From an optimization exercise on the open Yosys and OpenROAD flow, aimed at small area; shortcuts taken in it are not production practice. RTL that was checked went through simulation tests only; none was proved equivalent to the original. No functional check of the RTL was part of runs 5 and 6. The clock cells of runs 2 to 8 come from the design's own scripts or RTL, not from TritonCTS. The clock input has no modelled driver; a real chip could not lean on it and would need a root buffer or a full tree. Power is estimated from default activity; no workload was simulated.

`flow/design.v`:
```
`default_nettype none
package boardPkg;
    localparam int BoardSize = 16;
    localparam int BoxSize = 10;
    localparam int BoxCount = BoardSize * BoardSize;
    localparam int PosWidth = 4;
    localparam int PixelWidth = 9;
    localparam int ColourWidth = 3;
    localparam logic [ColourWidth-1:0] ColourNone = 3'b000;
    localparam logic [ColourWidth-1:0] ColourRed = 3'b100;
    localparam logic [ColourWidth-1:0] ColourBlue = 3'b001;
    typedef union packed {
        logic [2*PosWidth-1:0] index;
        struct packed {
            logic [PosWidth-1:0] row;
            logic [PosWidth-1:0] column;
        } field;
    } boxAddress_t;
endpackage
`default_nettype wire
`default_nettype none
`timescale 1ns/100ps
module boardRenderer #(
    parameter int PixelCredits = 4
) (
    input  logic                                 clock,
    input  logic                                 reset,
    input  logic [boardPkg::PosWidth-1:0]        redX,
    input  logic [boardPkg::PosWidth-1:0]        redY,
    input  logic [boardPkg::PosWidth-1:0]        blueX,
    input  logic [boardPkg::PosWidth-1:0]        blueY,
    input  logic                                 pixelCredit,
    output logic                                 pixelValid,
    output logic [boardPkg::PixelWidth-1:0]      pixelX,
    output logic [boardPkg::PixelWidth-1:0]      pixelY,
    output logic [boardPkg::ColourWidth-1:0]     pixelColour,
    output logic                                 endOfFrame
);
    localparam int CreditWidth = $clog2(PixelCredits + 1);
    logic hold;
    logic [CreditWidth-1:0] owed;
    logic [3:0] boxColumn;
    logic [3:0] boxRow;
    logic [3:0] innerColumn;
    logic [3:0] innerRow;
    logic [3:0] rX, rY, bX, bY;
    logic emit;
    logic lastColumn;
    logic lastRow;
    logic redHere;
    logic blueHere;
    assign emit = !hold && (owed != CreditWidth'(PixelCredits));
    assign lastColumn = innerColumn[3] && innerColumn[0];
    assign lastRow = innerRow[3] && innerRow[0];
    always_ff @(posedge clock) begin
        if (reset) begin
            hold <= 1'b1;
        end else begin
            hold <= endOfFrame;
        end
    end
    always_ff @(posedge clock) begin
        if (reset) begin
            owed <= '0;
        end else begin
            owed <= owed + CreditWidth'(emit) - CreditWidth'(pixelCredit);
        end
    end
    always_ff @(posedge clock) begin
        if (reset) begin
            innerColumn <= '0;
            innerRow <= '0;
            boxColumn <= '0;
            boxRow <= '0;
        end else if (emit) begin
            if (lastColumn) begin
                innerColumn <= '0;
                if (lastRow) begin
                    innerRow <= '0;
                    boxColumn <= boxColumn + 1'b1;
                    if (&boxColumn) begin
                        boxRow <= boxRow + 1'b1;
                    end
                end else begin
                    innerRow <= innerRow + 1'b1;
                end
            end else begin
                innerColumn <= innerColumn + 1'b1;
            end
        end
    end
    always_ff @(posedge clock) begin
        if (hold) begin
            rX <= redX;
            rY <= redY;
            bX <= blueX;
            bY <= blueY;
        end
    end
    assign redHere = (boxColumn == rX) && (boxRow == rY);
    assign blueHere = (boxColumn == bX) && (boxRow == bY);
    assign pixelValid = emit;
    assign pixelX = {boxColumn, 3'b000} + {boxColumn, 1'b0} + {5'b0, innerColumn};
    assign pixelY = {boxRow, 3'b000} + {boxRow, 1'b0} + {5'b0, innerRow};
    assign pixelColour = {redHere && !blueHere, 1'b0, blueHere && !redHere};
    assign endOfFrame = emit && lastColumn && lastRow && (&boxColumn) && (&boxRow);
endmodule
`default_nettype wire
```
`flow/flow/run.sh`:
```
#!/bin/bash
# Standard synthesis, then an area-driven re-mapping of its combinational logic (registers kept as
# they are), then the standard layout with single-strength port buffers and a clock tree of one
# buffer. Each tool's output goes to a log of its own in this folder.
set -euo pipefail
W=$PWD
RES=$W/orfs/results/$FLOW_PLATFORM/boardRenderer/base
YOSYS=$(command -v yosys || true)
[[ -n "$YOSYS" ]] || YOSYS=$FLOW_HOME/../tools/install/yosys/bin/yosys
KNOBS=('BUFFER_PORTS_ARGS=-buffer_cell sky130_fd_sc_hd__buf_1')
CLKBUF=${CLKBUF:-sky130_fd_sc_hd__clkbuf_16}

bash standard.sh synth > $W/synth.log 2>&1

cp $RES/1_2_yosys.v $W/1_2_yosys.standard.v
IN=$W/1_2_yosys.standard.v OUT=$W/1_2_yosys.remapped.v SCRIPT=$W/flow/remap.abc \
  $YOSYS -c $W/flow/remap.tcl > $W/remap.log 2>&1
cp $W/1_2_yosys.remapped.v $RES/1_2_yosys.v
rm -f $RES/1_synth.odb $RES/1_synth.sdc

bash standard.sh "${KNOBS[@]}" place > $W/place.log 2>&1
bash standard.sh "${KNOBS[@]}" run RUN_SCRIPT=$W/flow/cts_one.tcl RUN_LOG_NAME_STEM=4_1_cts \
  ONE_CLOCK_BUFFER=$CLKBUF CLOCK_PORT_NAME=clock > $W/cts.log 2>&1
bash standard.sh "${KNOBS[@]}" finish > $W/layout.log 2>&1
```
`flow/flow/cts_one.tcl`:
```
# Clock tree of one buffer: the clock port drives a single clock buffer placed at the centre of
# the registers, which drives every register's clock pin. Then the same repair and legalisation
# as ORFS's cts.tcl.
utl::set_metrics_stage "cts__{}"
source $::env(SCRIPTS_DIR)/load.tcl
erase_non_stage_variables cts
load_design 3_place.odb 3_place.sdc

set_dont_use $::env(DONT_USE_CELLS)

set block [ord::get_db_block]
set clk_net [$block findNet $::env(CLOCK_PORT_NAME)]
set sx 0
set sy 0
set n 0
foreach iterm [$clk_net getITerms] {
  set box [[$iterm getInst] getBBox]
  set sx [expr { $sx + ([$box xMin] + [$box xMax]) / 2 }]
  set sy [expr { $sy + ([$box yMin] + [$box yMax]) / 2 }]
  incr n
}
set dbu [$block getDbUnitsPerMicron]
set cx [expr { double($sx) / $n / $dbu }]
set cy [expr { double($sy) / $n / $dbu }]
puts "clock sinks: $n, centre ($cx, $cy)"
insert_buffer -buffer_cell $::env(ONE_CLOCK_BUFFER) -net $::env(CLOCK_PORT_NAME) \
  -location [list $cx $cy] -buffer_name clkbuf_root -net_name clknet_root
set root_iterms [$clk_net getITerms]
if { [llength $root_iterms] != 1 } {
  error "the clock port still drives [llength $root_iterms] cell pins"
}
set root [[lindex $root_iterms 0] getInst]
foreach iterm [$root getITerms] {
  set net [$iterm getNet]
  if { $net ne "NULL" && [$iterm isOutputSignal] } {
    $net setSigType CLOCK
    puts "clock buffer [$root getName] drives [llength [$net getITerms]] pins"
  }
}
$clk_net setSigType CLOCK

set_propagated_clock [all_clocks]
log_cmd estimate_parasitics -placement

set_placement_padding -global \
  -left $::env(CELL_PAD_IN_SITES_DETAIL_PLACEMENT) \
  -right $::env(CELL_PAD_IN_SITES_DETAIL_PLACEMENT)
detailed_placement
log_cmd estimate_parasitics -placement

repair_timing_helper
detailed_placement
check_placement -verbose

report_clock_min_period
report_check_types -max_slew -max_capacitance -violators
report_tns
report_worst_slack -min

orfs_write_db $::env(RESULTS_DIR)/4_1_cts.odb
orfs_write_sdc $::env(RESULTS_DIR)/4_cts.sdc
```
`flow/flow/remap.abc`:
```
strash
&get -n
&deepsyn -T 20
&put
strash
dch -f
amap -F 20 -A 40
topo
```
`flow/flow/remap.tcl`:
```
# Re-map the combinational cells of the standard synthesis for area; every register keeps its
# instance name and cell.
yosys -import
set lib $::env(FLOW_HOME)/platforms/sky130hd/lib/sky130_fd_sc_hd__tt_025C_1v80.lib
read_liberty -ignore_miss_func $lib
foreach m [list dfxtp_1 dfxtp_2 dfxtp_4 edfxtp_1 edfxbp_1 dfrtp_1 dfrtp_2 dfrtp_4 dfstp_1 dfstp_2 dfstp_4 dfxbp_1 dfxbp_2 dfbbp_1 dfrbp_1 dfrbp_2 dfsbp_1 dfsbp_2 dfbbn_1 dfbbn_2 dfrtn_1 sdfxtp_1 conb_1] {
  catch { setattr -mod -set blackbox 1 sky130_fd_sc_hd__$m }
}
read_verilog $::env(IN)
hierarchy -top boardRenderer
flatten
opt_clean -purge
set du {}
foreach c {probe_p_8 probec_p_8 lpflow_bleeder_1 lpflow_clkbufkapwr_1 lpflow_clkbufkapwr_16 lpflow_clkbufkapwr_2 lpflow_clkbufkapwr_4 lpflow_clkbufkapwr_8 lpflow_clkinvkapwr_1 lpflow_clkinvkapwr_16 lpflow_clkinvkapwr_2 lpflow_clkinvkapwr_4 lpflow_clkinvkapwr_8 lpflow_inputiso0n_1 lpflow_inputiso0p_1 lpflow_inputiso1n_1 lpflow_inputiso1p_1 lpflow_inputisolatch_1 lpflow_isobufsrc_1 lpflow_isobufsrc_16 lpflow_isobufsrc_2 lpflow_isobufsrc_4 lpflow_isobufsrc_8 lpflow_isobufsrckapwr_16 lpflow_lsbuf_lh_isowell_4 lpflow_lsbuf_lh_hl_isowell_tap_1 lpflow_lsbuf_lh_hl_isowell_tap_2 lpflow_lsbuf_lh_hl_isowell_tap_4 lpflow_lsbuf_lh_isowell_tap_1 lpflow_lsbuf_lh_isowell_tap_2 lpflow_lsbuf_lh_isowell_tap_4} {
  lappend du -dont_use sky130_fd_sc_hd__$c
}
abc -liberty $lib {*}$du -script $::env(SCRIPT)
opt_clean -purge
hilomap -singleton -hicell sky130_fd_sc_hd__conb_1 HI -locell sky130_fd_sc_hd__conb_1 LO
splitnets
opt_clean -purge
stat -liberty $lib
write_verilog -noattr -nohex -nodec $::env(OUT)
```
`flow/standard.sh`:
```
#!/bin/bash
# synth_recipe.tcl (not shown) runs the flow's synth.tcl, then flattens the netlist and writes it again
# the make line also repeats each setting of config.mk as NAME=value (left out here)
make -C /OpenROAD-flow-scripts/flow DESIGN_CONFIG=/design/flow/config.mk WORK_HOME=/design/flow/orfs CLKGATE_MAP_FILE= SYNTH_SCRIPT=/design/flow/synth_recipe.tcl "${@:-finish}"
```
`flow/config.mk`:
```
export PLATFORM = sky130hd
export DESIGN_NAME = boardRenderer
export DESIGN_NICKNAME = boardRenderer
export VERILOG_FILES = /design/flow/design.v
export SDC_FILE = /design/flow/constraint.sdc
export NUM_CORES = 4
export LEC_CHECK = 0
export CAP_MARGIN = 20
export CORE_MARGIN = 2
export CORE_UTILIZATION = 40
export SLEW_MARGIN = 20
```
`flow/constraint.sdc`:
```
create_clock -name core_clock -period 5.0 [get_ports {clock}]
set_input_delay 1.0000 -clock core_clock [delete_from_list [all_inputs] [get_ports {clock}]]
set_output_delay 1.0000 -clock core_clock [all_outputs]
set_load 0.01 [all_outputs]
```
==> results.json, run 1 <==
{
  "gp_congestion": 0.7620,
  "status": "aborted with a tool error",
  "dpl_cell_area_um2": 1884,
  "postSynthAreaPerCell_um2": 8.358,
  "io_pins": 42,
  "numPlacedInstances": 290,
  "dp_slack_ns": 1.228,
  "syn_area_um2": 1672,
  "fp.dieW_um": 68.65,
  "die_h_um": 68.65,
  "start_util": 0.4179,
  "stop_error": "Error: cts_one.tcl, 31 the clock port still drives 37 cell pins",
  "yosysWarnings": 1,
  "hpwl_um": 2518,
  "rows": 23,
  "haltStage": "clock tree synthesis (4_1_cts)",
  "portBuffers": 38,
  "synthCells": 200
}
[power by group through the flow]
stage / combinational, mW / clock [mW] / sequential [mW]
after floorplan: 0.0285 / 0 / 0.337
after detailed placement: 0.0425 / 0 / 0.339
after global placement: 0.0420 / 0 / 0.338
[how the worst min path moves through the flow]
stage	from	end	slack (ns)	depth (start not counted)
3_5_place_dp	innerColumn[1]	innerColumn[1]	0.46	2
2_1_floorplan	innerColumn[1]	innerColumn[1]	0.44	2
3_3_place_gp	innerColumn[1]	innerColumn[1]	0.46	2
==> run 2: changes to the inputs <==
--- a/flow/flow/cts_one.tcl
+++ b/flow/flow/cts_one.tcl
@@ -26,4 +26,5 @@
 insert_buffer -buffer_cell $::env(ONE_CLOCK_BUFFER) -net $::env(CLOCK_PORT_NAME) \
   -location [list $cx $cy] -buffer_name clkbuf_root -net_name clknet_root
+set clk_net [$block findNet $::env(CLOCK_PORT_NAME)]
 set root_iterms [$clk_net getITerms]
 if { [llength $root_iterms] != 1 } {
==> run 2 against run 1 <==
  * The run now finishes clean
  * Synthesized area did not move
  * Synthesized cell count is the same
==> results.json, run 2 <==
{
  "finalHoldViolations": 0,
  "dp_slack_ns": 1.228,
  "grt_max_degree": 37,
  "gr-total-overflow": 0,
  "area_growth_pct": 14.22,
  "path_class": "flip-flop to primary output",
  "start_kind": "flip-flop",
  "final_layout_size_suffix_gt1_frac": 0.004149,
  "slew_headroom": 0.5281,
  "finalCritPeriodShare": 0.8009,
  "synthCells": 200,
  "p_per_area_nw_per_um2": 253.2,
  "finalSetupViolCount": 0,
  "fmaxAchievable_ghz": 0.2497,
  "worst_pin_slew_ns": 0.7078,
  "drt-vias-per-instance": 4.828,
  "irDropWorstVdd_uv": 185.4,
  "rows": 23,
  "cts_hold_buf": 0,
  "fp.dieW_um": 68.65,
  "critPathCaptureType": "primary output",
  "grt_pass1_wl_um": 5313,
  "clock_skew_ns": 0.003136,
  "antenna_found_initial": 0,
  "clk-insertion-delay-late_ns": 0.18,
  "drt-wirelength-per-cell_um": 10.89,
  "critPathArrivalTime_ns": 3.00,
  "rsz0062_at_grt": "no",
  "layout_common_cells": "43 x nor2_1, 38 x buf_1, 26 x nand2_1",
  "syn_area_um2": 1672,
  "portBuffers": 38,
  "gp_congestion": 0.7620,
  "critPathRequiredTime_ns": 4.00,
  "cp_max_fo": 17,
  "io_pins": 42,
  "postSynthAreaPerCell_um2": 8.358,
  "power_mw": 0.4835,
  "path_clk_slew_ns": 0.12,
  "gr-usage-all-layers": 0.1443,
  "finalNetCount": 262,
  "grt_pass1_vias": 1202,
  "drtIter0Drc": 57,
  "wirelength_um": 3170,
  "cts_resized": 0,
  "start_util": 0.4179,
  "drt_first_pass_iters": 4,
  "fill_cells": 400,
  "final_common_cell": "nor2_1",
  "die_area_um2": 4712,
  "yosysWarnings": 1,
  "ant_nets": 0,
  "vias": 1405,
  "die_h_um": 68.65,
  "drc": 0,
  "status": "finished clean",
  "post_cts_buffers": 0,
  "p_leak_nw": 0.6094,
  "finalCriticalPeriod_ns": 4.004,
  "coreArea_um2": 4000,
  "drv_slew": 0,
  "final.setup.tns_ns": 0,
  "diodes": 0,
  "hpwl_um": 2518,
  "setup_ws_ns": 0.9957,
  "cap_violations": 0,
  "worstHoldPathType": "flip-flop to flip-flop"
}
## run 2: path summary, 6_finish.rpt
kind	from	endpoint	slack, ns	cells past startpoint
setup / recovery	hold	endOfFrame	1.0	11
hold / removal	innerColumn[1]	innerColumn[1]	0.48	2
setup reg to reg	hold	boxRow[3]	2.02	12
hold reg to reg	innerColumn[1]	innerColumn[1]	0.48	2
## run 2: power breakdown
group	leakage, nW	total [mW]	switching, mW	internal (mW)
combinational	0.278	0.0425	0.0255	0.0170
clock	0.0123	0.109	0.0717	0.0376
sequential	0.319	0.332	0.00930	0.322
total	0.609	0.483	0.106	0.377
## run 2: area by class of cell
type,count,area (um^2),area share
clock buffer,1,25.02,0.01311
inverter,17,63.81,0.03342
tap,50,62.56,0.03277
timing repair buffer,38,142.6,0.07471
sequential,36,880.8,0.4613
multi-input combinational,149,734.5,0.3847
## run 2: through the flow
| stage | hold WS, ns | utilization | area, um^2 | std cells |
|---|---|---|---|---|
| 3_3_place_gp | 0.4588 | 0.4711 | 1884 | 290 |
| 6_report | 0.4788 | 0.4773 | 1909 | 291 |
| 5_1_grt | 0.5199 | 0.4773 | 1909 | 291 |
| 2_1_floorplan | 0.4435 | - | 1679 | 202 |
| 3_5_place_dp | 0.4650 | 0.4711 | 1884 | 290 |
## run 2: per-layer routing
| layer | up-vias | global-route usage | part of all wire |
|---|---|---|---|
| met4 | 0 | 0.01500 | 0.0095 |
| met1 | 573 | 0.2039 | 0.47 |
| met5 | - | 0 | 0 |
| li1 | 798 | - | - |
| met3 | 4 | 0.008117 | 0.043 |
| met2 | 30 | 0.2512 | 0.48 |
## run 2: worst max-delay path, stage by stage (launching register included)
cell and delay (ns):
dfxtp_1 0.54, a31oi_1 0.45, and3_1 0.27, nand2_1 0.10, nor2_1 0.28, nand2_1 0.14, nor2_1 0.18, clkinv_1 0.10
nor2_1 0.21, nand2_1 0.13, nor3_1 0.23, buf_1 0.18
==> run 3: changes to the inputs <==
--- a/flow/flow/run.sh
+++ b/flow/flow/run.sh
@@ -8,6 +8,8 @@
 YOSYS=$(command -v yosys || true)
 [[ -n "$YOSYS" ]] || YOSYS=$FLOW_HOME/../tools/install/yosys/bin/yosys
-KNOBS=('BUFFER_PORTS_ARGS=-buffer_cell sky130_fd_sc_hd__buf_1')
-CLKBUF=${CLKBUF:-sky130_fd_sc_hd__clkbuf_16}
+FLOW_CLOCK=clock
+KNOBS=('BUFFER_PORTS_ARGS=-buffer_cell sky130_fd_sc_hd__buf_1' 'SKIP_REPAIR_TIE_FANOUT=1')
+CLKBUF=${CLKBUF:-sky130_fd_sc_hd__clkbuf_8}
+CLKGROUPS=${CLKGROUPS:-2}
 
 bash standard.sh synth > $W/synth.log 2>&1
@@ -21,4 +23,4 @@
 bash standard.sh "${KNOBS[@]}" place > $W/place.log 2>&1
 bash standard.sh "${KNOBS[@]}" run RUN_SCRIPT=$W/flow/cts_one.tcl RUN_LOG_NAME_STEM=4_1_cts \
-  ONE_CLOCK_BUFFER=$CLKBUF CLOCK_PORT_NAME=clock > $W/cts.log 2>&1
+  ONE_CLOCK_BUFFER=$CLKBUF CLOCK_GROUPS=$CLKGROUPS CLOCK_PORT_NAME=$FLOW_CLOCK > $W/cts.log 2>&1
 bash standard.sh "${KNOBS[@]}" finish > $W/layout.log 2>&1
==> flow/flow/cts_one.tcl (replaced) <==
# A flat clock tree: the clock port drives CLOCK_GROUPS clock buffers, each placed at the centre
# of its share of the registers (split by x position) and driving their clock pins. Then the same
# repair and legalisation as ORFS's cts.tcl.
utl::set_metrics_stage "cts__{}"
source $::env(SCRIPTS_DIR)/load.tcl
erase_non_stage_variables cts
load_design 3_place.odb 3_place.sdc

set_dont_use $::env(DONT_USE_CELLS)

set block [ord::get_db_block]
set dbu [$block getDbUnitsPerMicron]
set port $::env(CLOCK_PORT_NAME)
set groups $::env(CLOCK_GROUPS)

set sinks {}
foreach iterm [[$block findNet $port] getITerms] {
  set box [[$iterm getInst] getBBox]
  set x [expr { ([$box xMin] + [$box xMax]) / 2.0 / $dbu }]
  set y [expr { ([$box yMin] + [$box yMax]) / 2.0 / $dbu }]
  lappend sinks [list $x $y "[[$iterm getInst] getName]/[[$iterm getMTerm] getName]"]
}
set sinks [lsort -real -index 0 $sinks]
set n [llength $sinks]
puts "clock sinks: $n in $groups groups"
for { set g 0 } { $g < $groups } { incr g } {
  set lo [expr { $g * $n / $groups }]
  set hi [expr { ($g + 1) * $n / $groups - 1 }]
  set sx 0.0
  set sy 0.0
  set pins {}
  foreach s [lrange $sinks $lo $hi] {
    set sx [expr { $sx + [lindex $s 0] }]
    set sy [expr { $sy + [lindex $s 1] }]
    lappend pins [get_pins [lindex $s 2]]
  }
  set k [llength $pins]
  insert_buffer -buffer_cell $::env(ONE_CLOCK_BUFFER) -net $port -load_pins $pins \
    -location [list [expr { $sx / $k }] [expr { $sy / $k }]] \
    -buffer_name clkbuf_root_$g -net_name clknet_root_$g
}

set clk_net [$block findNet $port]
set root_iterms [$clk_net getITerms]
if { [llength $root_iterms] != $groups } {
  error "the clock port drives [llength $root_iterms] cell pins"
}
foreach root_iterm $root_iterms {
  set root [$root_iterm getInst]
  foreach iterm [$root getITerms] {
    set net [$iterm getNet]
    if { $net ne "NULL" && [$iterm isOutputSignal] } {
      $net setSigType CLOCK
      puts "clock buffer [$root getName] drives [llength [$net getITerms]] pins"
    }
  }
}
$clk_net setSigType CLOCK

set_propagated_clock [all_clocks]
log_cmd estimate_parasitics -placement

set_placement_padding -global \
  -left $::env(CELL_PAD_IN_SITES_DETAIL_PLACEMENT) \
  -right $::env(CELL_PAD_IN_SITES_DETAIL_PLACEMENT)
detailed_placement
log_cmd estimate_parasitics -placement

repair_timing_helper
detailed_placement
check_placement -verbose

report_clock_min_period
report_check_types -max_slew -max_capacitance -violators
report_tns
report_worst_slack -min

orfs_write_db $::env(RESULTS_DIR)/4_1_cts.odb
orfs_write_sdc $::env(RESULTS_DIR)/4_cts.sdc
==> run 3 against run 2 <==
  * Still clean
  * Fmax up 2.1%
  * Design area fell by 0.26%
  * Global-route usage decreased by 0.084 points
  * Count of clock-buffer cells in the layout grew 1
  * Worst setup slack improved by 0.083 ns
  * Combinational power down 0.9%
  * Non-clock buffer count did not move
  * Clock power is essentially flat
  * First-iteration DRC count grew 8.8%
  * Worst hold slack better by 0.0014 ns
  * Register-to-register slack better by 0.08 ns
  * Critical path type unchanged
  * Largest cell class unchanged
  * Largest power group unchanged
==> results.json, run 3 <==
{
  "antenna_found_initial": 0,
  "gr-total-overflow": 0,
  "io_pins": 42,
  "finalNetCount": 261,
  "fp.dieW_um": 68.65,
  "post_cts_buffers": 0,
  "portBuffers": 38,
  "cp_max_fo": 17,
  "coreArea_um2": 4000,
  "wirelength_um": 3122,
  "syn_area_um2": 1672,
  "start_util": 0.4179,
  "status": "finished clean",
  "cts_resized": 0,
  "rows": 23,
  "clk-insertion-delay-late_ns": 0.17,
  "layout_common_cells": "43 x nor2_1, 38 x buf_1, 26 x nand2_1",
  "drv_slew": 0,
  "critPathArrivalTime_ns": 2.92,
  "cts_hold_buf": 0,
  "ant_nets": 0,
  "final_common_cell": "nor2_1",
  "rsz0062_at_grt": "no",
  "finalCriticalPeriod_ns": 3.921,
  "p_leak_nw": 0.6049,
  "drt-wirelength-per-cell_um": 10.77,
  "hpwl_um": 2445,
  "grt_max_degree": 19,
  "synthCells": 200,
  "fill_cells": 401,
  "start_kind": "flip-flop",
  "yosysWarnings": 1,
  "gr-usage-all-layers": 0.1434,
  "drt-vias-per-instance": 4.834,
  "slew_headroom": 0.5241,
  "setup_ws_ns": 1.079,
  "final_layout_size_suffix_gt1_frac": 0.008333,
  "drt_first_pass_iters": 4,
  "worst_pin_slew_ns": 0.7138,
  "p_per_area_nw_per_um2": 252.5,
  "critPathRequiredTime_ns": 4.00,
  "postSynthAreaPerCell_um2": 8.358,
  "vias": 1402,
  "fmaxAchievable_ghz": 0.2550,
  "path_clk_slew_ns": 0.11,
  "die_h_um": 68.65,
  "clock_skew_ns": 0.01396,
  "diodes": 0,
  "irDropWorstVdd_uv": 225.1,
  "finalCritPeriodShare": 0.7843,
  "grt_pass1_vias": 1244,
  "drc": 0,
  "critPathCaptureType": "primary output",
  "drtIter0Drc": 62,
  "final_util": 0.4761,
  "area_growth_pct": 13.92,
  "gp_congestion": 0.7539,
  "final.setup.tns_ns": 0,
  "path_class": "flip-flop to primary output",
  "worstHoldPathType": "flip-flop to flip-flop",
  "dp_slack_ns": 1.230,
  "finalHoldViolations": 0,
  "grt_pass1_wl_um": 5402,
  "cap_violations": 0,
  "finalSetupViolCount": 0,
  "die_area_um2": 4712
}
## run 3: worst paths after layout
kind,depth (start not counted),slack (ns),endpoint,start
max reg2reg,12,2.10,boxRow[3],hold
min,2,0.48,innerColumn[1],innerColumn[1]
max,11,1.08,endOfFrame,hold
min reg2reg,2,0.48,innerColumn[1],innerColumn[1]
## run 3: cell type report
type                    instances  area, um^2  share of cell area
well taps                      50       62.56             0.03285
flip-flops and latches         36       880.8              0.4625
repair buffers                 38       142.6             0.07490
multi-input cells             147       726.9              0.3817
clock buffers                   2       27.53             0.01445
inverters                      17       63.81             0.03351
## run 3: worst max-delay path, cell delays in order, from the launching register on
cell and delay, ns:
dfxtp_1 0.53, a31oi_1 0.43, and3_1 0.27, nand2_1 0.11
nor2_1 0.27, nand2_1 0.14, nor2_1 0.17, clkinv_1 0.10
nor2_1 0.20, nand2_1 0.13, nor3_1 0.22, buf_1 0.18
## run 3: routing by layer
layer	global-route usage	up-vias	wire length (um)
met5	0	-	0
met4	0.007500	0	16
met3	0.009740	3	162
met2	0.2620	32	1484
met1	0.1944	573	1459
li1	-	794	-
## run 3: report_power, final
part / internal (mW) / leakage, nW / switching, mW
clock network: 0.0373 / 0.0144 / 0.0697
registers: 0.322 / 0.319 / 0.00940
logic: 0.0170 / 0.271 / 0.0250
total: 0.377 / 0.605 / 0.104
## run 3: per-stage QoR
stage | power, mW | cell area (um^2) | std cells | hold slack, ns
floorplan | 0.3655 | 1672 | 200 | 0.4435
global placement | 0.3807 | 1877 | 288 | 0.4619
detailed placement | 0.3810 | 1877 | 288 | 0.4656
global route | 0.5080 | 1904 | 290 | 0.5322
finish | 0.4808 | 1904 | 290 | 0.4801
==> run 4: changes to the inputs <==
--- a/flow/flow/run.sh
+++ b/flow/flow/run.sh
@@ -9,5 +9,5 @@
 [[ -n "$YOSYS" ]] || YOSYS=$FLOW_HOME/../tools/install/yosys/bin/yosys
 FLOW_CLOCK=clock
-KNOBS=('BUFFER_PORTS_ARGS=-buffer_cell sky130_fd_sc_hd__buf_1' 'SKIP_REPAIR_TIE_FANOUT=1')
+KNOBS=('BUFFER_PORTS_ARGS=-buffer_cell sky130_fd_sc_hd__buf_1')
 CLKBUF=${CLKBUF:-sky130_fd_sc_hd__clkbuf_8}
 CLKGROUPS=${CLKGROUPS:-2}
==> run 4 against run 3 <==
  * Fmax is 1.9% lower
  * Synthesized area stayed put
  * First-iteration DRC count is 24% lower
  * Count of clock-buffer cells in the layout stayed put
  * Global-route usage is 0.22 points higher
  * Clock power hardly changed
  * Sequential cell count stayed put
  * Die area stayed put
  * Worst hold slack worse by 0.0046 ns
  * Utilization is 0.19 points higher
  * Non-clock buffer count stayed put
  * Critical path type unchanged
  * Largest power group unchanged
  * Highest routed layer unchanged
==> results.json, run 4 <==
{
  "status": "finished clean",
  "rsz0062_at_grt": "no",
  "critPathRequiredTime_ns": 4.00,
  "drtIter0Drc": 47,
  "multi_input_area_um2": 734.5,
  "path_class": "flip-flop to primary output",
  "drc": 0,
  "portBuffers": 38,
  "die_area_um2": 4712,
  "start_util": 0.4179,
  "numPlacedInstances": 290,
  "fill_cells": 398,
  "worst_pin_slew_ns": 0.7004,
  "gr-usage-all-layers": 0.1457,
  "crit_buf_inv": 2,
  "critPathMaxStageDelay_ns": 0.53,
  "layout_common_cells": "43 x nor2_1, 38 x buf_1, 26 x nand2_1",
  "critPathArrivalTime_ns": 3.00,
  "path_delay_family": "simple AND/OR/NAND/NOR gates",
  "final_util": 0.4779,
  "clk-insertion-delay-late_ns": 0.16,
  "finalNetCount": 263,
  "p_leak_nw": 0.6114,
  "gr-total-overflow": 0,
  "final_cells": 292,
  "cts_resized": 0,
  "diodes": 0,
  "drt-wirelength-per-cell_um": 10.99,
  "final_layout_size_suffix_gt1_frac": 0.008264,
  "fmaxAchievable_ghz": 0.2501,
  "p_per_area_nw_per_um2": 252.2,
  "grt_max_degree": 19,
  "drv_slew": 0,
  "finalHoldViolations": 0,
  "grt_pass1_vias": 1212,
  "cts_hold_buf": 0,
  "hpwl_um": 2518,
  "worstHoldPathType": "flip-flop to flip-flop",
  "cp_cell_sequence": "a31oi_1 > and3_1 > nand2_1 > nor2_1 > nand2_1 > nor2_1 > clkinv_1 > nor2_1 > nand2_1 > nor3_1 > buf_1",
  "path_clk_slew_ns": 0.11,
  "cap_violations": 0,
  "seq_area_um2": 880.8,
  "die_h_um": 68.65,
  "synthCells": 200,
  "final.setup.tns_ns": 0,
  "area_growth_pct": 14.37,
  "postSynthAreaPerCell_um2": 8.358,
  "io_pins": 42,
  "finalCriticalPeriod_ns": 3.998,
  "antenna_found_initial": 0,
  "drt_first_pass_iters": 4,
  "rows": 23,
  "start_kind": "flip-flop",
  "wirelength_um": 3210,
  "crit_slowest_cell": "dfxtp_1",
  "cp_max_fo": 17,
  "finalSetupViolCount": 0,
  "syn_area_um2": 1672,
  "post_cts_buffers": 0,
  "grt_pass1_wl_um": 5382,
  "irDropWorstVdd_uv": 189.3,
  "ant_nets": 0,
  "slew_headroom": 0.5331,
  "gp_congestion": 0.7620,
  "fp.dieW_um": 68.65,
  "drt-vias-per-instance": 4.829,
  "final_common_cell": "nor2_1",
  "coreArea_um2": 4000,
  "clock_skew_ns": 0.006194,
  "yosysWarnings": 1,
  "finalCritPeriodShare": 0.7996,
  "critPathCaptureType": "primary output",
  "vias": 1410
}
==> run 4: per-layer routing <==
| layer | share of wire | wire length [um] | track usage | vias to the layer above |
|---|---|---|---|---|
| li1 | - | - | - | 800 |
| met1 | 0.46 | 1468 | 0.2008 | 574 |
| met2 | 0.48 | 1552 | 0.2548 | 32 |
| met3 | 0.047 | 151 | 0.01136 | 4 |
| met4 | 0.012 | 37 | 0.02000 | 0 |
| met5 | 0 | 0 | 0 | - |
==> run 4: area by class of cell <==
class,instances,share of cell area
flip-flops and latches,36,0.4607
multi-input cells,149,0.3842
clock buffers,2,0.01440
inverters,17,0.03338
repair buffers,38,0.07461
well taps,50,0.03272
==> run 4: path summary, 6_finish.rpt <==
check,from,to,slack (ns),cells after the start
max,hold,endOfFrame,1.00,11
min,innerColumn[1],innerColumn[1],0.48,2
max reg2reg,hold,boxRow[3],2.00,12
min reg2reg,innerColumn[1],innerColumn[1],0.48,2
==> run 4: tightest hold or removal path: stages, from the launching register on <==
cell and delay (ns):
dfxtp_1 0.32, clkinv_1 0.07, a21oi_1 0.06
==> run 4: stage by stage <==
step	instance area, um^2	power, mW	setup WS [ns]	hold WS (ns)
after global placement	1884	0.3804	1.266	0.4588
after floorplan	1679	0.3655	1.507	0.4435
after detailed placement	1884	0.3811	1.228	0.4650
after global routing	1912	0.5065	0.5121	0.5186
final	1912	0.4822	1.002	0.4755
==> run 4: power breakdown <==
group | switching, mW | total (mW) | internal, mW
Clock | 0.0706 | 0.108 | 0.0373
Combinational | 0.0256 | 0.0427 | 0.0170
Sequential | 0.00931 | 0.332 | 0.322
==> run 5: changes to the inputs <==
--- a/flow/design.v
+++ b/flow/design.v
@@ -98,9 +98,26 @@
         end
     end
+    function automatic logic [8:0] pixelCoord(input logic [3:0] box, input logic [3:0] inner);
+        logic t0, t1, t2, t3, t4;
+        logic c1, c2, c3, d3, d4, d5;
+        t0 = box[0] ^ inner[1];
+        c1 = box[0] & inner[1];
+        t1 = box[1] ^ inner[2] ^ c1;
+        c2 = (box[1] & inner[2]) | (c1 & (box[1] | inner[2]));
+        t2 = box[2] ^ (inner[3] | c2);
+        c3 = box[2] & (inner[3] | c2);
+        t3 = box[3] ^ c3;
+        t4 = box[3] & c3;
+        d3 = t2 & box[0];
+        d4 = (t3 & box[1]) | (d3 & (t3 | box[1]));
+        d5 = (t4 & box[2]) | (d4 & (t4 | box[2]));
+        pixelCoord = {1'b0, box[3] & d5, box[3] ^ d5, t4 ^ box[2] ^ d4, t3 ^ box[1] ^ d3,
+                      t2 ^ box[0], t1, t0, inner[0]};
+    endfunction
     assign redHere = (boxColumn == rX) && (boxRow == rY);
     assign blueHere = (boxColumn == bX) && (boxRow == bY);
     assign pixelValid = emit;
-    assign pixelX = {boxColumn, 3'b000} + {boxColumn, 1'b0} + {5'b0, innerColumn};
-    assign pixelY = {boxRow, 3'b000} + {boxRow, 1'b0} + {5'b0, innerRow};
+    assign pixelX = pixelCoord(boxColumn, innerColumn);
+    assign pixelY = pixelCoord(boxRow, innerRow);
     assign pixelColour = {redHere && !blueHere, 1'b0, blueHere && !redHere};
     assign endOfFrame = emit && lastColumn && lastRow && (&boxColumn) && (&boxRow);
==> flow/flow/run.sh (replaced) <==
#!/bin/bash
set -euo pipefail
W=$PWD
RES=$W/orfs/results/$FLOW_PLATFORM/boardRenderer/base
YOSYS=$(command -v yosys || true)
[[ -n "$YOSYS" ]] || YOSYS=$FLOW_HOME/../tools/install/yosys/bin/yosys
FLOW_CLOCK=clock
KNOBS=('BUFFER_PORTS_ARGS=-buffer_cell sky130_fd_sc_hd__buf_1' 'SKIP_REPAIR_TIE_FANOUT=1')
CLKBUF=sky130_fd_sc_hd__clkbuf_8
CLKGROUPS=2
SYNTHS=("" "ADDER_MAP_FILE= ABC_AREA=1" "ADDER_MAP_FILE=")
SCRIPTS=(remap_a remap_b remap_c)

flops() { grep -oE '^\s*sky130_fd_sc_hd__(s?e?df|dl)\S*\s+\S+' "$1" | sed 's/^ *//' | sort; }

mkdir -p $W/cand
# standard synthesis last, so orfs/ holds its state
for ((i = ${#SYNTHS[@]} - 1; i >= 0; i--)); do
  rm -rf $W/orfs
  # shellcheck disable=SC2086
  bash standard.sh ${SYNTHS[$i]} synth > $W/synth_$i.log 2>&1 || { echo "synthesis $i failed"; continue; }
  cp $RES/1_2_yosys.v $W/cand/synth_$i.v
done
flops $W/cand/synth_0.v > $W/cand/flops_standard.txt

pids=()
for ((i = 0; i < ${#SYNTHS[@]}; i++)); do
  [[ -f $W/cand/synth_$i.v ]] || continue
  if ! flops $W/cand/synth_$i.v | cmp -s - $W/cand/flops_standard.txt; then
    echo "synthesis $i changes the registers; dropped"
    continue
  fi
  for s in "${SCRIPTS[@]}"; do
    ( IN=$W/cand/synth_$i.v OUT=$W/cand/remap_${i}_$s.v SCRIPT=$W/flow/$s.abc \
        timeout 600 $YOSYS -c $W/flow/remap.tcl > $W/remap_${i}_$s.log 2>&1 || true ) &
    pids+=($!)
    if (( ${#pids[@]} >= ${NUM_CORES:-4} )); then wait "${pids[0]}" || true; pids=("${pids[@]:1}"); fi
  done
done
wait || true

best=$W/cand/synth_0.v
best_area=
for log in $W/remap_*.log; do
  v=$W/cand/$(basename $log .log).v
  [[ -s $v ]] || continue
  flops $v | cmp -s - $W/cand/flops_standard.txt || { echo "$v changes the registers; dropped"; continue; }
  a=$(grep "Chip area for module" $log | tail -1 | awk '{print $NF}')
  [[ -n "$a" ]] || continue
  echo "candidate $(basename $v): $a"
  if [[ -z "$best_area" ]] || awk -v a=$a -v b=$best_area 'BEGIN { exit !(a < b) }'; then
    best=$v
    best_area=$a
  fi
done
echo "chosen: $best ($best_area)"
cp $best $RES/1_2_yosys.v
rm -f $RES/1_synth.odb $RES/1_synth.sdc

bash standard.sh "${KNOBS[@]}" place > $W/place.log 2>&1
bash standard.sh "${KNOBS[@]}" run RUN_SCRIPT=$W/flow/cts_one.tcl RUN_LOG_NAME_STEM=4_1_cts \
  ONE_CLOCK_BUFFER=$CLKBUF CLOCK_GROUPS=$CLKGROUPS CLOCK_PORT_NAME=$FLOW_CLOCK > $W/cts.log 2>&1
bash standard.sh "${KNOBS[@]}" finish > $W/layout.log 2>&1
==> flow/flow/remap_a.abc (new file) <==
strash
&get -n
&deepsyn -T 20
&put
strash
dch -f
amap -F 20 -A 40
topo
==> flow/flow/remap_b.abc (new file) <==
strash
&get -n
&deepsyn -T 20
&put
strash
dch -f
amap -F 20 -A 40
mfs2 -a
strash
dch -f
amap -F 20 -A 40
topo
==> flow/flow/remap_c.abc (new file) <==
strash
collapse
strash
&get -n
&deepsyn -T 20
&put
strash
dch -f
amap -F 20 -A 40
topo
removed: flow/flow/remap.abc
==> run 5 against run 4 <==
  * Sequential cell count unchanged
  * Utilization decreased by 0.54 points
  * Via count decreased by 6.0%
  * Synthesized cell count decreased by 8.0%
  * Worst hold slack improved by 0.012 ns
  * Total power decreased by 4.3%
  * Synthesized area decreased by 3.5%
  * Routed wire length decreased by 10%
  * Critical path type unchanged
==> results.json, run 5 <==
{
  "portBuffers": 38,
  "combPwrFrac": 0.068,
  "grt_pass1_vias": 1087,
  "clock_skew_ns": 0.01194,
  "p_seq_frac": 0.704,
  "syn_area_um2": 1613,
  "final_layout_size_suffix_gt1_frac": 0.02212,
  "wirelength_um": 2884,
  "slew_headroom": 0.5965,
  "regToRegStartpoint": "owed[0]",
  "power_mw": 0.4614,
  "worst_pin_slew_ns": 0.6053,
  "finalCriticalPeriod_ns": 4.367,
  "die_h_um": 67.50,
  "yosysWarnings": 1,
  "cts_hold_buf": 0,
  "crit_buf_inv": 9,
  "finalSetupViolCount": 0,
  "fmaxAchievable_ghz": 0.2290,
  "diodes": 0,
  "cp_cell_sequence": "clkinv_1 > a31oi_1 > buf_4 > and3_1 > nand2_1 > nor2_2 > nand2_1 > nor2_1 > clkinv_1 > nor2_1 > clkinv_1 > nor2_1 > clkinv_1 > nor2_1 > clkinv_1 > nor2_1 > clkinv_1 > nor2_1 > clkinv_1 > nor2_1 > buf_1",
  "intPower_mw": 0.3686,
  "postSynthAreaPerCell_um2": 8.765,
  "irDropWorstVdd_uv": 213.5,
  "r2r_slack_ns": 1.64,
  "area_growth_pct": 15.52,
  "start_kind": "flip-flop",
  "gp_congestion": 0.6998,
  "setup_ws_ns": 0.6327,
  "start_util": 0.4091,
  "grt_max_degree": 19,
  "clk-insertion-delay-late_ns": 0.16,
  "finalNetCount": 247,
  "rsz0062_at_grt": "no",
  "io_pins": 42,
  "rows": 23,
  "r2r_end": "boxRow[3]",
  "critPathRequiredTime_ns": 4.00,
  "drtIter0Drc": 54,
  "layout_common_cells": "38 x buf_1, 26 x nor2_1, 24 x clkinv_1",
  "worstHoldPathType": "flip-flop to flip-flop",
  "fp.dieW_um": 67.50,
  "die_area_um2": 4556,
  "hold_depth": 1,
  "drt-vias-per-instance": 4.804,
  "cp_max_fo": 8,
  "synthCells": 184,
  "crit_slowest_cell": "dfxtp_1",
  "grt_pass1_wl_um": 4767,
  "dp_slack_ns": 0.7763,
  "pwr-share-clk": 0.228,
  "path_class": "flip-flop to primary output",
  "finalCritPeriodShare": 0.8735,
  "status": "finished clean",
  "drc": 0,
  "critPathArrivalTime_ns": 3.37,
  "hpwl_um": 2326,
  "vias": 1326,
  "hold-path-endpoint": "innerRow[0]",
  "final.setup.tns_ns": 0,
  "finalHoldViolations": 0,
  "antenna_found_initial": 0,
  "final_common_cell": "buf_1",
  "critPathMaxStageDelay_ns": 0.33,
  "switching_share": 0.2011,
  "gr-usage-all-layers": 0.1328,
  "p_per_area_nw_per_um2": 247.7,
  "critPathCaptureType": "primary output",
  "gr-total-overflow": 0,
  "drt-wirelength-per-cell_um": 10.45,
  "drt_first_pass_iters": 4,
  "p_sw_mw": 0.09278,
  "path_clk_slew_ns": 0.11,
  "path_delay_family": "simple AND/OR/NAND/NOR gates",
  "ant_nets": 0,
  "rr_worst_depth": 21,
  "drv_slew": 0,
  "coreArea_um2": 3943,
  "p_leak_nw": 0.5959,
  "cap_violations": 0,
  "hp-start": "innerRow[0]"
}
==> run 5: changes by cell type in the layout (fill, tap and decap cells not counted), moves of 2 or more <==
cell,before,now
nor3_1,2,4
nor2_1,43,26
clkinv_1,17,24
a2111oi_0,2,5
o21ai_0,18,21
a211oi_1,9,7
buf_4,0,2
a21boi_0,0,2
nand2_1,26,17
conb_1,3,1
nor3b_1,3,0
o22ai_1,8,5
==> run 5: metal layers <==
| metal | global-route usage | wire length (um) | share of wire |
|---|---|---|---|
| met1 | 0.1811 | 1381 | 0.48 |
| met4 | 0.005102 | 17 | 0.0059 |
| met5 | 0 | 0 | 0 |
| met2 | 0.2414 | 1359 | 0.47 |
| met3 | 0.01000 | 126 | 0.044 |
==> run 5: cell type report <==
cell class                      count  area [um^2]
Fill cell                         392         2079
Clock buffer                        2        27.53
Inverter                           24        90.09
Sequential cell                    36        880.8
Tap cell                           50        62.56
Multi-Input combinational cell    124        644.4
Timing Repair Buffer               40        157.7
==> run 5: how the worst max path moves through the flow <==
| stage | from | end | slack [ns] | depth (start not counted) |
|---|---|---|---|---|
| 3_5_place_dp | owed[0] | endOfFrame | 0.78 | 21 |
| 2_1_floorplan | hold | endOfFrame | 0.79 | 18 |
| 6_report | owed[0] | endOfFrame | 0.63 | 21 |
| 3_3_place_gp | owed[0] | endOfFrame | 0.90 | 21 |
| 5_1_grt | owed[0] | endOfFrame | 0.14 | 21 |
==> run 5: stage by stage <==
step,utilization,instance area (um^2),hold slack (ns),cells
final,0.4725,1863,0.4876,276
after global routing,0.4725,1863,0.5094,276
after detailed placement,0.4649,1833,0.4664,274
after global placement,0.4649,1833,0.4704,274
after floorplan,-,1613,0.4339,184
==> run 5: power by group through the flow <==
| stage | sequential (mW) | combinational, mW | clock [mW] |
|---|---|---|---|
| 6_report | 0.325 | 0.0315 | 0.105 |
| 5_1_grt | 0.326 | 0.0369 | 0.123 |
| 3_5_place_dp | 0.331 | 0.0320 | 0 |
| 3_3_place_gp | 0.331 | 0.0319 | 0 |
| 2_1_floorplan | 0.332 | 0.0170 | 0 |
==> run 5: what timing repair did <==
action,4_1_cts,5_1_grt
endpoints found under the setup margin,0,1
gates resized for setup,0,1
endpoints found under the hold margin,0,0
buffers inserted,0,0
==> run 6: changes to the inputs <==
--- a/flow/design.v
+++ b/flow/design.v
@@ -37,7 +37,8 @@
     output logic                                 endOfFrame
 );
-    localparam int CreditWidth = $clog2(PixelCredits + 1);
+    localparam logic [2:0] OwedNone = 3'b000;
+    localparam logic [2:0] OwedFull = 3'b101;
     logic hold;
-    logic [CreditWidth-1:0] owed;
+    logic [2:0] owed;
     logic [3:0] boxColumn;
     logic [3:0] boxRow;
@@ -50,5 +51,5 @@
     logic redHere;
     logic blueHere;
-    assign emit = !hold && (owed != CreditWidth'(PixelCredits));
+    assign emit = !hold && (owed != OwedFull);
     assign lastColumn = innerColumn[3] && innerColumn[0];
     assign lastRow = innerRow[3] && innerRow[0];
@@ -60,9 +61,20 @@
         end
     end
+    function automatic logic [2:0] owedNext(input logic [2:0] now, input logic up, input logic down);
+        owedNext = now;
+        case (now)
+            3'b000: if (up) owedNext = 3'b001;
+            3'b001: if (up) owedNext = 3'b011; else if (down) owedNext = 3'b000;
+            3'b011: if (up) owedNext = 3'b111; else if (down) owedNext = 3'b001;
+            3'b111: if (up) owedNext = 3'b101; else if (down) owedNext = 3'b011;
+            3'b101: if (down) owedNext = 3'b111;
+            default: owedNext = OwedNone;
+        endcase
+    endfunction
     always_ff @(posedge clock) begin
         if (reset) begin
-            owed <= '0;
+            owed <= OwedNone;
         end else begin
-            owed <= owed + CreditWidth'(emit) - CreditWidth'(pixelCredit);
+            owed <= owedNext(owed, emit && !pixelCredit, pixelCredit && !emit);
         end
     end
==> run 6 against run 5 <==
  * Still clean
  * Synthesized area is 0.54% lower
  * Global-route usage is 1.6 points higher
  * Worst hold slack better by 0.011 ns
  * Sequential power is 2% higher
  * Via count is 4.2% higher
  * Die area is 0.50% lower
  * Clock skew is 0.0052 ns lower
  * Combinational power is 100% higher
  * Register-to-register slack better by 0.19 ns
  * Sequential share of layout area is 0.48 points higher
  * Critical path depth is 2 lower
  * Largest cell class unchanged
  * Highest routed layer unchanged
==> results.json, run 6 <==
{
  "startpoint": "owed[1]",
  "clk-insertion-delay-late_ns": 0.16,
  "syn_area_um2": 1604,
  "irDropWorstVdd_uv": 218.4,
  "area_growth_pct": 14.98,
  "drt-wirelength-per-cell_um": 11.54,
  "crit_path_end": "endOfFrame",
  "drc": 0,
  "final.setup.tns_ns": 0,
  "cts_hold_buf": 0,
  "p_per_area_nw_per_um2": 270.7,
  "gp_congestion": 0.7104,
  "worstHoldPathType": "flip-flop to flip-flop",
  "regToRegStartpoint": "owed[1]",
  "path_clk_slew_ns": 0.11,
  "critPathCaptureType": "primary output",
  "r2r_slack_ns": 1.83,
  "wirelength_um": 3116,
  "path_class": "flip-flop to primary output",
  "drv_slew": 0,
  "ant_nets": 0,
  "drt_first_pass_iters": 4,
  "critPathRequiredTime_ns": 4.00,
  "path_delay_family": "simple AND/OR/NAND/NOR gates",
  "cp_num_cells": 19,
  "hold_depth": 1,
  "coreArea_um2": 3943,
  "yosysWarnings": 1,
  "fmaxAchievable_ghz": 0.2491,
  "rsz0062_at_grt": "no",
  "hpwl_um": 2495,
  "die_h_um": 67.33,
  "p_leak_nw": 0.5846,
  "start_kind": "flip-flop",
  "crit_buf_inv": 6,
  "antenna_found_initial": 0,
  "slew_headroom": 0.6635,
  "gr-total-overflow": 0,
  "grt_pass1_vias": 1203,
  "critPathArrivalTime_ns": 3.01,
  "finalCriticalPeriod_ns": 4.014,
  "status": "finished clean",
  "fill_cells": 410,
  "synthCells": 179,
  "cap_violations": 0,
  "grt_pass1_wl_um": 5340,
  "start_util": 0.4069,
  "final_layout_size_suffix_gt1_frac": 0.01364,
  "dpl_cell_area_um2": 1817,
  "worst_pin_slew_ns": 0.5047,
  "critPathMaxStageDelay_ns": 0.34,
  "portBuffers": 38,
  "rr_worst_depth": 19,
  "die_area_um2": 4533,
  "gr-usage-all-layers": 0.1489,
  "postSynthAreaPerCell_um2": 8.961,
  "fp.dieW_um": 67.33,
  "final_common_cell": "buf_1",
  "cp_max_fo": 4,
  "diodes": 0,
  "grt_max_degree": 22,
  "finalNetCount": 241,
  "crit_slowest_cell": "dfxtp_1",
  "drtIter0Drc": 70,
  "finalInstanceArea_um2": 1844,
  "clock_skew_ns": 0.006727,
  "r2r_end": "boxRow[3]",
  "finalSetupViolCount": 0,
  "finalCritPeriodShare": 0.8028,
  "post_cts_buffers": 0,
  "rows": 23,
  "cp_cell_sequence": "clkinv_1 > a31oi_1 > nand2_1 > nor2_1 > nand2_1 > nor2_1 > nand2_1 > nor2_1 > clkinv_1 > nor2_1 > clkinv_1 > nor2_1 > clkinv_1 > nor2_1 > nand2_1 > nor2_1 > clkinv_1 > nor2_1 > buf_1",
  "cts_resized": 0,
  "finalHoldViolations": 0,
  "drt-vias-per-instance": 5.119,
  "io_pins": 42,
  "vias": 1382,
  "layout_common_cells": "38 x buf_1, 30 x nor2_1, 23 x clkinv_1",
  "crit_top_cell": "nor2_1"
}
[run 6: final cells by class]
cell class,count,area (um^2),area share
repair buffers,39,150.1,0.08141
multi-input cells,120,636.9,0.3453
inverters,23,86.33,0.04681
flip-flops and latches,36,880.8,0.4776
well taps,50,62.56,0.03392
clock buffers,2,27.53,0.01493
[run 6: per-layer routing]
metal  vias to the layer above  global-route usage  wire [um]
li1                        745                   -          -
met1                       605              0.2104       1442
met2                        30              0.2624       1505
met3                         2             0.01000        145
met4                         0             0.01020         22
met5                         -                   0          0
[run 6: how the worst min path moves through the flow]
stage	startpoint	to	slack, ns
floorplan	innerColumn[2]	innerColumn[2]	0.46
global placement	innerColumn[2]	innerColumn[2]	0.49
detailed placement	innerColumn[2]	innerColumn[2]	0.49
global route	innerColumn[2]	innerColumn[2]	0.54
finish	innerColumn[2]	innerColumn[2]	0.50
[run 6: worst reg2reg max path, delay by kind of cell, from the launching register on]
kind,cells,cell delay (ns)
buf+inv,5,0.52
flops,1,0.34
compound gates,3,0.71
simple gates,11,1.47
[run 6: power breakdown]
| part | leakage [nW] | switching [mW] | internal [mW] |
|---|---|---|---|
| clock | 0.0144 | 0.0688 | 0.0373 |
| sequential | 0.319 | 0.00767 | 0.322 |
| combinational | 0.251 | 0.0390 | 0.0244 |
[run 6: through the flow]
stage	worst slack [ns]	hold slack [ns]	power, mW	utilization	std cells
3_5_place_dp	1.164	0.4925	0.4007	0.4608	268
5_1_grt	0.3973	0.5369	0.5252	0.4678	270
2_1_floorplan	1.234	0.4632	0.3781	-	179
6_report	0.9858	0.4986	0.4993	0.4678	270
3_3_place_gp	1.256	0.4878	0.4001	0.4608	268
==> run 7: changes to the inputs <==
--- a/flow/design.v
+++ b/flow/design.v
@@ -79,4 +79,10 @@
         end
     end
+    function automatic logic [3:0] stepTen(input logic [3:0] v);
+        stepTen[0] = !v[0];
+        stepTen[1] = v[1] ^ (v[0] && !v[3]);
+        stepTen[2] = v[2] ^ (v[0] && v[1]);
+        stepTen[3] = (v[3] && !v[0]) || (v[0] && v[1] && v[2]);
+    endfunction
     always_ff @(posedge clock) begin
         if (reset) begin
@@ -86,17 +92,13 @@
             boxRow <= '0;
         end else if (emit) begin
+            innerColumn <= stepTen(innerColumn);
             if (lastColumn) begin
-                innerColumn <= '0;
+                innerRow <= stepTen(innerRow);
                 if (lastRow) begin
-                    innerRow <= '0;
                     boxColumn <= boxColumn + 1'b1;
                     if (&boxColumn) begin
                         boxRow <= boxRow + 1'b1;
                     end
-                end else begin
-                    innerRow <= innerRow + 1'b1;
                 end
-            end else begin
-                innerColumn <= innerColumn + 1'b1;
             end
         end
--- a/flow/config.mk
+++ b/flow/config.mk
@@ -6,6 +6,7 @@
 export NUM_CORES = 4
 export LEC_CHECK = 0
-export CAP_MARGIN = 20
+export CAP_MARGIN = 5
 export CORE_MARGIN = 2
 export CORE_UTILIZATION = 40
-export SLEW_MARGIN = 20
+export GPL_TIMING_DRIVEN = 0
+export SLEW_MARGIN = 5
==> run 7 against run 6 <==
  * Count of clock-buffer cells in the layout is the same
  * Utilization grew 0.19 points
  * Critical path type unchanged
  * Design area grew 0.41%
  * Clock power is essentially flat
  * Sequential power shrank 2%
  * Total power shrank 8.0%
  * Still clean on timing, DRC and antenna
  * Register-to-register slack lost 0.04 ns
  * Cell count grew 1.5%
  * Critical endpoint unchanged
  * Sequential share of layout area shrank 0.19 points
==> results.json, run 7 <==
{
  "io_pins": 42,
  "gp_congestion": 0.7113,
  "drt-vias-per-instance": 5.033,
  "drc": 0,
  "p_sw_mw": 0.09391,
  "critPathCaptureType": "primary output",
  "path_class": "flip-flop to primary output",
  "setup_ws_ns": 0.7554,
  "critPathMaxStageDelay_ns": 0.58,
  "clock_skew_ns": 0.005736,
  "synthCells": 184,
  "area_growth_pct": 14.37,
  "crit_slowest_cell": "dfxtp_1",
  "intPower_mw": 0.3654,
  "yosysWarnings": 1,
  "rows": 23,
  "wirelength_um": 3088,
  "grt_max_degree": 20,
  "drv_slew": 0,
  "vias": 1379,
  "portBuffers": 38,
  "r2r_end": "boxRow[3]",
  "drt-wirelength-per-cell_um": 11.27,
  "drt_first_pass_iters": 4,
  "final.setup.tns_ns": 0,
  "irDropWorstVdd_uv": 199.1,
  "die_h_um": 67.62,
  "critPathArrivalTime_ns": 3.24,
  "dp_slack_ns": 0.9042,
  "grt_pass1_wl_um": 5147,
  "fmaxAchievable_ghz": 0.2356,
  "antenna_found_initial": 0,
  "cts_hold_buf": 0,
  "hp-start": "owed[0]",
  "finalCriticalPeriod_ns": 4.245,
  "layout_common_cells": "38 x buf_1, 33 x nor2_1, 25 x a21oi_1",
  "worst_pin_slew_ns": 0.7993,
  "cts_resized": 0,
  "cp_max_fo": 19,
  "finalSetupViolCount": 0,
  "p_seq_frac": 0.708,
  "rsz0062_at_grt": "no",
  "post_cts_buffers": 0,
  "p_per_area_nw_per_um2": 248.0,
  "gr-usage-all-layers": 0.1417,
  "status": "finished clean",
  "final_common_cell": "buf_1",
  "start_kind": "flip-flop",
  "fp.dieW_um": 67.62,
  "regToRegStartpoint": "hold",
  "p_leak_nw": 0.6113,
  "die_area_um2": 4572,
  "final_layout_size_suffix_gt1_frac": 0.008929,
  "crit_top_cell": "clkinv_1",
  "finalCritPeriodShare": 0.8489,
  "coreArea_um2": 3943,
  "syn_area_um2": 1619,
  "switching_share": 0.2045,
  "hold-path-endpoint": "owed[1]",
  "fill_cells": 372,
  "drtIter0Drc": 37,
  "finalHoldViolations": 0,
  "path_clk_slew_ns": 0.11,
  "r2r_slack_ns": 1.79,
  "clk-insertion-delay-late_ns": 0.16,
  "diodes": 0,
  "worstHoldPathType": "flip-flop to flip-flop",
  "cp_cell_sequence": "a31oi_1 > nand2_1 > clkinv_1 > nand3_1 > clkinv_1 > and3_1 > nand2_1 > nor3_1 > clkinv_1 > nor2_1 > nand2_1 > nor2_1 > clkinv_1 > nor2_1 > buf_1",
  "hpwl_um": 2378,
  "combPwrFrac": 0.054,
  "hold_depth": 2,
  "ant_nets": 0,
  "critPathRequiredTime_ns": 4.00,
  "postSynthAreaPerCell_um2": 8.799,
  "pwr-share-clk": 0.238,
  "gr-total-overflow": 0,
  "finalNetCount": 245,
  "grt_pass1_vias": 1213,
  "cap_violations": 0,
  "start_util": 0.4107,
  "slew_headroom": 0.4664,
  "rr_worst_depth": 15
}
run 7: cell type report:
| cell class | instances | area (um^2) | area share |
|---|---|---|---|
| Multi-Input combinational cell | 126 | 655.6 | 0.3541 |
| Clock buffer | 2 | 27.53 | 0.01486 |
| Inverter | 22 | 82.58 | 0.04459 |
| Timing Repair Buffer | 38 | 142.6 | 0.07703 |
| Sequential cell | 36 | 880.8 | 0.4757 |
| Tap cell | 50 | 62.56 | 0.03378 |
run 7: worst max-delay path: cells and delay by family (launching register included):
family,cells,cell delay (ns)
compound gates,1,0.37
buf+inv,5,0.66
flops,1,0.58
simple gates,9,1.46
run 7: metal layers:
layer  GRT usage  wire (um)
met3     0.01333        157
met5           0          0
met2      0.2696       1416
met4     0.01276         23
met1      0.1781       1490
run 7: worst max path at each step:
stage	startpoint	end	slack [ns]	cells past startpoint
floorplan	hold	endOfFrame	1.36	14
global placement	hold	endOfFrame	0.93	15
detailed placement	hold	endOfFrame	0.90	15
global route	hold	endOfFrame	0.18	15
finish	hold	endOfFrame	0.76	15
run 7: metrics by stage:
step	utilization	cell area (um^2)	total power [mW]	std cells	hold WS [ns]
global route	0.4697	1852	0.4787	274	0.4935
floorplan	-	1619	0.3448	184	0.4373
global placement	0.4627	1824	0.3571	272	0.4685
finish	0.4697	1852	0.4593	274	0.4750
detailed placement	0.4627	1824	0.3575	272	0.4617
run 7: power groups by stage:
stage / Sequential [mW] / Clock (mW) / Combinational [mW]
global placement: 0.332 / 0 / 0.0249
global route: 0.327 / 0.123 / 0.0290
finish: 0.325 / 0.109 / 0.0250
detailed placement: 0.332 / 0 / 0.0254
floorplan: 0.330 / 0 / 0.0143
==> run 8: changes to the inputs <==
--- a/flow/config.mk
+++ b/flow/config.mk
@@ -6,7 +6,7 @@
 export NUM_CORES = 4
 export LEC_CHECK = 0
-export CAP_MARGIN = 5
+export CAP_MARGIN = 20
 export CORE_MARGIN = 2
 export CORE_UTILIZATION = 40
 export GPL_TIMING_DRIVEN = 0
-export SLEW_MARGIN = 5
+export SLEW_MARGIN = 20
==> run 8 against run 7 <==
  * Global-route usage unchanged
  * Non-clock buffer count unchanged
  * Synthesized area unchanged
  * Count of clock-buffer cells in the layout unchanged
  * Routed wire length unchanged
  * Clock skew unchanged
  * Total power unchanged
  * Design area unchanged
  * Highest routed layer unchanged
==> results.json, run 8 <==
{
  "cts_resized": 0,
  "finalHoldViolations": 0,
  "yosysWarnings": 1,
  "antenna_found_initial": 0,
  "synthCells": 184,
  "rsz0062_at_grt": "no",
  "critPathArrivalTime_ns": 3.24,
  "rows": 23,
  "gp_congestion": 0.7113,
  "drtIter0Drc": 37,
  "coreArea_um2": 3943,
  "drt-vias-per-instance": 5.033,
  "ant_nets": 0,
  "die_h_um": 67.62,
  "fill_cells": 372,
  "slew_headroom": 0.4664,
  "use_met2": 0.2696,
  "worstHoldPathType": "flip-flop to flip-flop",
  "critPathRequiredTime_ns": 4.00,
  "final_common_cell": "buf_1",
  "grtUsageMet1": 0.1781,
  "drt_first_pass_iters": 4,
  "cap_violations": 0,
  "seq_area_um2": 880.8,
  "portBuffers": 38,
  "drt-wirelength-per-cell_um": 11.27,
  "path_clk_slew_ns": 0.11,
  "grt_pass1_vias": 1213,
  "hold_slack_ns": 0.4750,
  "drc": 0,
  "syn_area_um2": 1619,
  "cts_hold_buf": 0,
  "gr-total-overflow": 0,
  "hpwl_um": 2378,
  "final.setup.tns_ns": 0,
  "busiest_layer": "met2",
  "io_pins": 42,
  "grtUsageMet3": 0.01333,
  "worst_pin_slew_ns": 0.7993,
  "final_layout_size_suffix_gt1_frac": 0.008929,
  "postSynthAreaPerCell_um2": 8.799,
  "fmaxAchievable_ghz": 0.2356,
  "critPathCaptureType": "primary output",
  "final_cells": 274,
  "setup_ws_ns": 0.7554,
  "clock_skew_ns": 0.005736,
  "p_per_area_nw_per_um2": 248.0,
  "dp_slack_ns": 0.9042,
  "path_class": "flip-flop to primary output",
  "start_kind": "flip-flop",
  "grt_pass1_wl_um": 5147,
  "clk-insertion-delay-late_ns": 0.16,
  "cp_max_fo": 19,
  "multi_input_area_um2": 655.6,
  "finalNetCount": 245,
  "post_cts_buffers": 0,
  "numPlacedInstances": 272,
  "start_util": 0.4107,
  "finalSetupViolCount": 0,
  "fp.dieW_um": 67.62,
  "die_area_um2": 4572,
  "gr-usage-all-layers": 0.1417,
  "diodes": 0,
  "grt_max_degree": 20,
  "vias": 1379,
  "irDropWorstVdd_uv": 199.1,
  "layout_common_cells": "38 x buf_1, 33 x nor2_1, 25 x a21oi_1",
  "area_growth_pct": 14.37,
  "finalCriticalPeriod_ns": 4.245,
  "drv_slew": 0,
  "finalCritPeriodShare": 0.8489,
  "status": "finished clean",
  "p_leak_nw": 0.6113,
  "wirelength_um": 3088
}
## run 8: worst max-delay path, cell delays in order (launching register included)
cell,delay (ns)
dfxtp_1,0.58
a31oi_1,0.37
nand2_1,0.17
clkinv_1,0.12
nand3_1,0.17
clkinv_1,0.13
and3_1,0.22
nand2_1,0.11
nor3_1,0.24
clkinv_1,0.14
nor2_1,0.20
nand2_1,0.10
nor2_1,0.15
clkinv_1,0.11
nor2_1,0.10
buf_1,0.16
## run 8: cell type report
class,count,share of cell area
Multi-Input combinational cell,126,0.3541
Clock buffer,2,0.01486
Sequential cell,36,0.4757
Inverter,22,0.04459
Tap cell,50,0.03378
Timing Repair Buffer,38,0.07703
## run 8: final timing paths
kind,startpoint,end,cells past startpoint,slack (ns)
worst max register to register,hold,boxRow[3],15,1.79
worst min register to register,owed[0],owed[1],2,0.47
worst max-delay path,hold,endOfFrame,15,0.76
worst min-delay path,owed[0],owed[1],2,0.47
## run 8: power by group
| part | total (mW) | switching [mW] | internal, mW |
|---|---|---|---|
| combinational | 0.0250 | 0.0147 | 0.0102 |
| clock | 0.109 | 0.0719 | 0.0373 |
| sequential | 0.325 | 0.00732 | 0.318 |
## run 8: through the flow
stage            util  total power, mW  area (um^2)
2_1_floorplan       -           0.3448         1619
3_3_place_gp   0.4627           0.3571         1824
3_5_place_dp   0.4627           0.3575         1824
5_1_grt        0.4697           0.4787         1852
6_report       0.4697           0.4593         1852
## run 8: layer usage
layer,wire (um),vias up
li1,-,748
met3,157,4
met1,1490,590
met5,0,-
met4,23,0
met2,1416,37

==> what the ideal ports hide <==
How much do the figures lean on ideal ports? The routed layouts below were timed once more, with nothing changed but the port constraints. Step 1, drivers: a clkbuf_16 drives clock and a buf_2 each remaining input, both assumed. Step 2, shift: input delay + t, output delay - t, t = (earliest + latest rising clock arrival at the registers) / 2. This alone moves slack from input paths to output paths. Three values: ideal, step 1, step 2; two values: the first two.
run | t (ns) | setup slack, ns | worst slew at a driven data input, ns | cell pins on the clock port's net
run 2 | 0.209 | 0.996 / 0.967 / 1.176 | 0.03 | 1
run 3 | 0.190 | 1.079 / 1.048 / 1.237 | 0.03 | 2
run 4 | 0.193 | 1.002 / 0.968 / 1.161 | 0.03 | 2
run 5 | 0.189 | 0.633 / 0.601 / 0.790 | 0.03 | 2
run 6 | 0.191 | 0.986 / 0.953 / 1.143 | 0.03 | 2
run 7 | 0.195 | 0.755 / 0.721 / 0.916 | 0.03 | 2
run 8 | 0.195 | 0.755 / 0.721 / 0.916 | 0.03 | 2
After both steps setup and hold are still met in every run listed.
